This is an optimization exercise on Yosys and OpenROAD, whose aim is small area and a short achievable clock period, not a production implementation. At most, simulation tests tie the RTL to the original design; equivalence was not proved.

==> inputs of 12-18 <==
// fmul_pipe
module fmul_pipe (
   input  wire        clk,
   input  wire        rst_n,
   input  wire        in_valid,
   input  wire [31:0] a,
   input  wire [31:0] b,
   output reg         out_valid,
   output reg  [31:0] y,
   output reg         ovf
);
==> module fmul_pipe, before the edit <==
module fmul_pipe (
   input  wire        clk,
   input  wire        rst_n,
   input  wire        in_valid,
   input  wire [31:0] a,
   input  wire [31:0] b,
   output reg         out_valid,
   output reg  [31:0] y,
   output reg         ovf
);
   wire [23:0] u_ma;
   wire [12:0] u_one;
   wire [11:0] u_two, u_neg;
   wire [7:0]  u_ea_e, u_eb_e;
   wire [4:0]  u_lz;
   wire        u_sign, u_special, u_quiet, u_zero;
   fmul_unpack u_unpack (
      .a(a), .b(b),
      .ma(u_ma), .b_one(u_one), .b_two(u_two), .b_neg(u_neg),
      .ea_e(u_ea_e), .eb_e(u_eb_e), .lz(u_lz),
      .sign(u_sign), .special(u_special), .quiet(u_quiet), .zero(u_zero)
   );
   reg         s1_valid;
   reg  [23:0] s1_ma;
   reg  [23:0] s1_ma_n;          
   reg  [12:0] s1_one;
   reg  [11:0] s1_two, s1_neg;
   reg  [12:0] s1_one_n;         
   reg  [11:0] s1_two_n, s1_neg_n;
   reg  [7:0]  s1_ea_e, s1_eb_e;
   reg  [4:0]  s1_lz;
   reg         s1_sign, s1_special, s1_quiet, s1_zero;
   always @(posedge clk or negedge rst_n)
      if (!rst_n) s1_valid <= 1'b0;
      else        s1_valid <= in_valid;
   always @(posedge clk) begin
      s1_ma      <= u_ma;
      s1_ma_n    <= ~u_ma;
      s1_one     <= u_one;
      s1_two     <= u_two;
      s1_neg     <= u_neg;
      s1_one_n   <= ~u_one;
      s1_two_n   <= ~u_two;
      s1_neg_n   <= ~u_neg;
      s1_ea_e    <= u_ea_e;
      s1_eb_e    <= u_eb_e;
      s1_lz      <= u_lz;
      s1_sign    <= u_sign;
      s1_special <= u_special;
      s1_quiet   <= u_quiet;
      s1_zero    <= u_zero;
   end
   wire [47:0] m_r0, m_r1, m_r2;
   wire        p_normal, p_sh_out;
   wire [5:0]  p_sh;
   wire [7:0]  p_ebase;
   wire [3:0]  p_ge;
   fmul_mant_mult u_mult (
      .a(s1_ma), .a_n(s1_ma_n), .one(s1_one), .two(s1_two), .neg(s1_neg),
      .one_n(s1_one_n), .two_n(s1_two_n), .neg_n(s1_neg_n),
      .r0(m_r0), .r1(m_r1), .r2(m_r2)
   );
   fmul_norm_plan u_plan (
      .ea_e(s1_ea_e), .eb_e(s1_eb_e), .lz(s1_lz), .special(s1_special), .zero(s1_zero),
      .normal(p_normal), .sh(p_sh), .sh_out(p_sh_out), .ebase(p_ebase), .ge(p_ge)
   );
   reg         s2_valid;
   reg  [47:0] s2_r0, s2_r1, s2_r2;
   reg         s2_normal, s2_sh_out;
   reg  [5:0]  s2_sh;
   reg  [7:0]  s2_ebase;
   reg  [3:0]  s2_ge;
   reg         s2_sign, s2_special, s2_quiet;
   always @(posedge clk or negedge rst_n)
      if (!rst_n) s2_valid <= 1'b0;
      else        s2_valid <= s1_valid;
   always @(posedge clk) begin
      s2_r0      <= m_r0;
      s2_r1      <= m_r1;
      s2_r2      <= m_r2;
      s2_normal  <= p_normal;
      s2_sh      <= p_sh;
      s2_sh_out  <= p_sh_out;
      s2_ebase   <= p_ebase;
      s2_ge      <= p_ge;
      s2_sign    <= s1_sign;
      s2_special <= s1_special;
      s2_quiet   <= s1_quiet;
   end
   wire [47:0] a_p;
   fmul_sum u_sum (.r0(s2_r0), .r1(s2_r1), .r2(s2_r2), .p(a_p));
   reg         s3_valid;
   reg  [47:0] s3_p;
   reg         s3_normal, s3_sh_out;
   reg  [5:0]  s3_sh;
   reg  [7:0]  s3_ebase;
   reg  [3:0]  s3_ge;
   reg         s3_sign, s3_special, s3_quiet;
   always @(posedge clk or negedge rst_n)
      if (!rst_n) s3_valid <= 1'b0;
      else        s3_valid <= s2_valid;
   always @(posedge clk) begin
      s3_p       <= a_p;
      s3_normal  <= s2_normal;
      s3_sh      <= s2_sh;
      s3_sh_out  <= s2_sh_out;
      s3_ebase   <= s2_ebase;
      s3_ge      <= s2_ge;
      s3_sign    <= s2_sign;
      s3_special <= s2_special;
      s3_quiet   <= s2_quiet;
   end
   wire [24:0] n_mant;
   wire        n_up;
   fmul_normalize u_norm (
      .p(s3_p), .normal(s3_normal), .sh(s3_sh), .sh_out(s3_sh_out),
      .mant(n_mant), .up(n_up)
   );
   reg         s4_valid;
   reg  [24:0] s4_mant;
   reg         s4_up;
   reg  [7:0]  s4_ebase;
   reg  [3:0]  s4_ge;
   reg         s4_sign, s4_special, s4_quiet;
   always @(posedge clk or negedge rst_n)
      if (!rst_n) s4_valid <= 1'b0;
      else        s4_valid <= s3_valid;
   always @(posedge clk) begin
      s4_mant    <= n_mant;
      s4_up      <= n_up;
      s4_ebase   <= s3_ebase;
      s4_ge      <= s3_ge;
      s4_sign    <= s3_sign;
      s4_special <= s3_special;
      s4_quiet   <= s3_quiet;
   end
   wire [31:0] r_y;
   wire        r_ovf;
   fmul_round_pack u_round (
      .mant(s4_mant), .up(s4_up), .ebase(s4_ebase), .ge(s4_ge),
      .sign(s4_sign), .special(s4_special), .quiet(s4_quiet),
      .y(r_y), .ovf(r_ovf)
   );
   always @(posedge clk or negedge rst_n)
      if (!rst_n) begin
         out_valid <= 1'b0;
         ovf       <= 1'b0;
      end else begin
         out_valid <= s4_valid;
         ovf       <= s4_valid & r_ovf;
      end
   always @(posedge clk)
      y <= r_y;
endmodule
clock: 7.5 ns
lec_check: 0
abc_area: 1
cap_margin: 20
core_margin: 2
core_utilization: 60
slew_margin: 20
run.sh (not shown) runs the stock make flow with config.mk's settings and CLKGATE_MAP_FILE= SYNTH_SCRIPT=/design/flow/synth_recipe.tcl, a recipe that flattens the netlist after the stock synthesis.
==> inputs of 05-22, as changes to 12-18 <==
--- a/flow/design.v
+++ b/flow/design.v
@@ -2434,20 +2434,2 @@
    );
-   reg         s4_valid;
-   reg  [24:0] s4_mant;
-   reg         s4_up;
-   reg  [7:0]  s4_ebase;
-   reg  [3:0]  s4_ge;
-   reg         s4_sign, s4_special, s4_quiet;
-   always @(posedge clk or negedge rst_n)
-      if (!rst_n) s4_valid <= 1'b0;
-      else        s4_valid <= s3_valid;
-   always @(posedge clk) begin
-      s4_mant    <= n_mant;
-      s4_up      <= n_up;
-      s4_ebase   <= s3_ebase;
-      s4_ge      <= s3_ge;
-      s4_sign    <= s3_sign;
-      s4_special <= s3_special;
-      s4_quiet   <= s3_quiet;
-   end
    wire [31:0] r_y;
@@ -2455,4 +2437,4 @@
    fmul_round_pack u_round (
-      .mant(s4_mant), .up(s4_up), .ebase(s4_ebase), .ge(s4_ge),
-      .sign(s4_sign), .special(s4_special), .quiet(s4_quiet),
+      .mant(n_mant), .up(n_up), .ebase(s3_ebase), .ge(s3_ge),
+      .sign(s3_sign), .special(s3_special), .quiet(s3_quiet),
       .y(r_y), .ovf(r_ovf)
@@ -2464,4 +2446,4 @@
       end else begin
-         out_valid <= s4_valid;
-         ovf       <= s4_valid & r_ovf;
+         out_valid <= s3_valid;
+         ovf       <= s3_valid & r_ovf;
       end
- SETUP_SLACK_MARGIN: default -> 3.5
==> impl_metrics.tcl <==
set metrics [dict create \
    clockNetworkAreaShare_pct 5.065 \
    synth_fp_nets 3726 \
    timing.critical_path.buf_inv 5 \
    route.met3.wl_um 5820 \
    via_count 22159 \
    n_clock_buffer 57 \
    postCtsResizedCells 0 \
    slowest_stage "nor2_2" \
    status "no timing/DRC/antenna violations" \
]
That was 12-18.
==> impl_metrics.tcl <==
set metrics [dict create \
    p_leak_nw 15.42 \
    synth_fp_nets 3884 \
    status "no timing/DRC/antenna violations" \
    clockNetworkAreaShare_pct 4.729 \
    slowest_stage "dfxtp_1" \
    via_count 23581 \
    crit_fanout 16 \
    route.met3.wl_um 7042 \
    n_clock_buffer 58 \
    timing.critical_path.buf_inv 2 \
    fin_skew_ns 0.01599 \
    postCtsResizedCells 19 \
]
That was 05-22.
For 12-18, only the layout was checked, not whether the RTL still works.

[re-timing with driven ports]
How much do the figures lean on ideal ports? The routed layouts below were timed once more, with nothing changed but the port constraints.
Step 1 assumes that a clkbuf_16 drives the clock port and a buf_2 every other input.
Step 2 adds t to the input delays and takes it off the output delays; t is the mean of the earliest and latest rising clock arrival at the registers after step 1. Input paths then give back, and output paths get back, about the clock's delay inside the block.
Three values: ideal, step 1, step 2; two values: the first two.
run | t, ns | setup slack, ns | hold WS [ns] | worst register clock-pin slew, ns
12-18 | 0.650 | 3.445 / 3.454 / 2.827 | 0.322 / 0.322 / 0.322 | 0.06 / 0.06
05-22 | 0.637 | 3.654 / 3.654 / 3.153 | 0.325 / 0.325 / 0.325 | 0.07 / 0.07
After both steps setup and hold are still met in every run listed. The setup slack of 12-18, which loses most, moves by +0.009 ns with the drivers and by -0.618 ns with both steps.
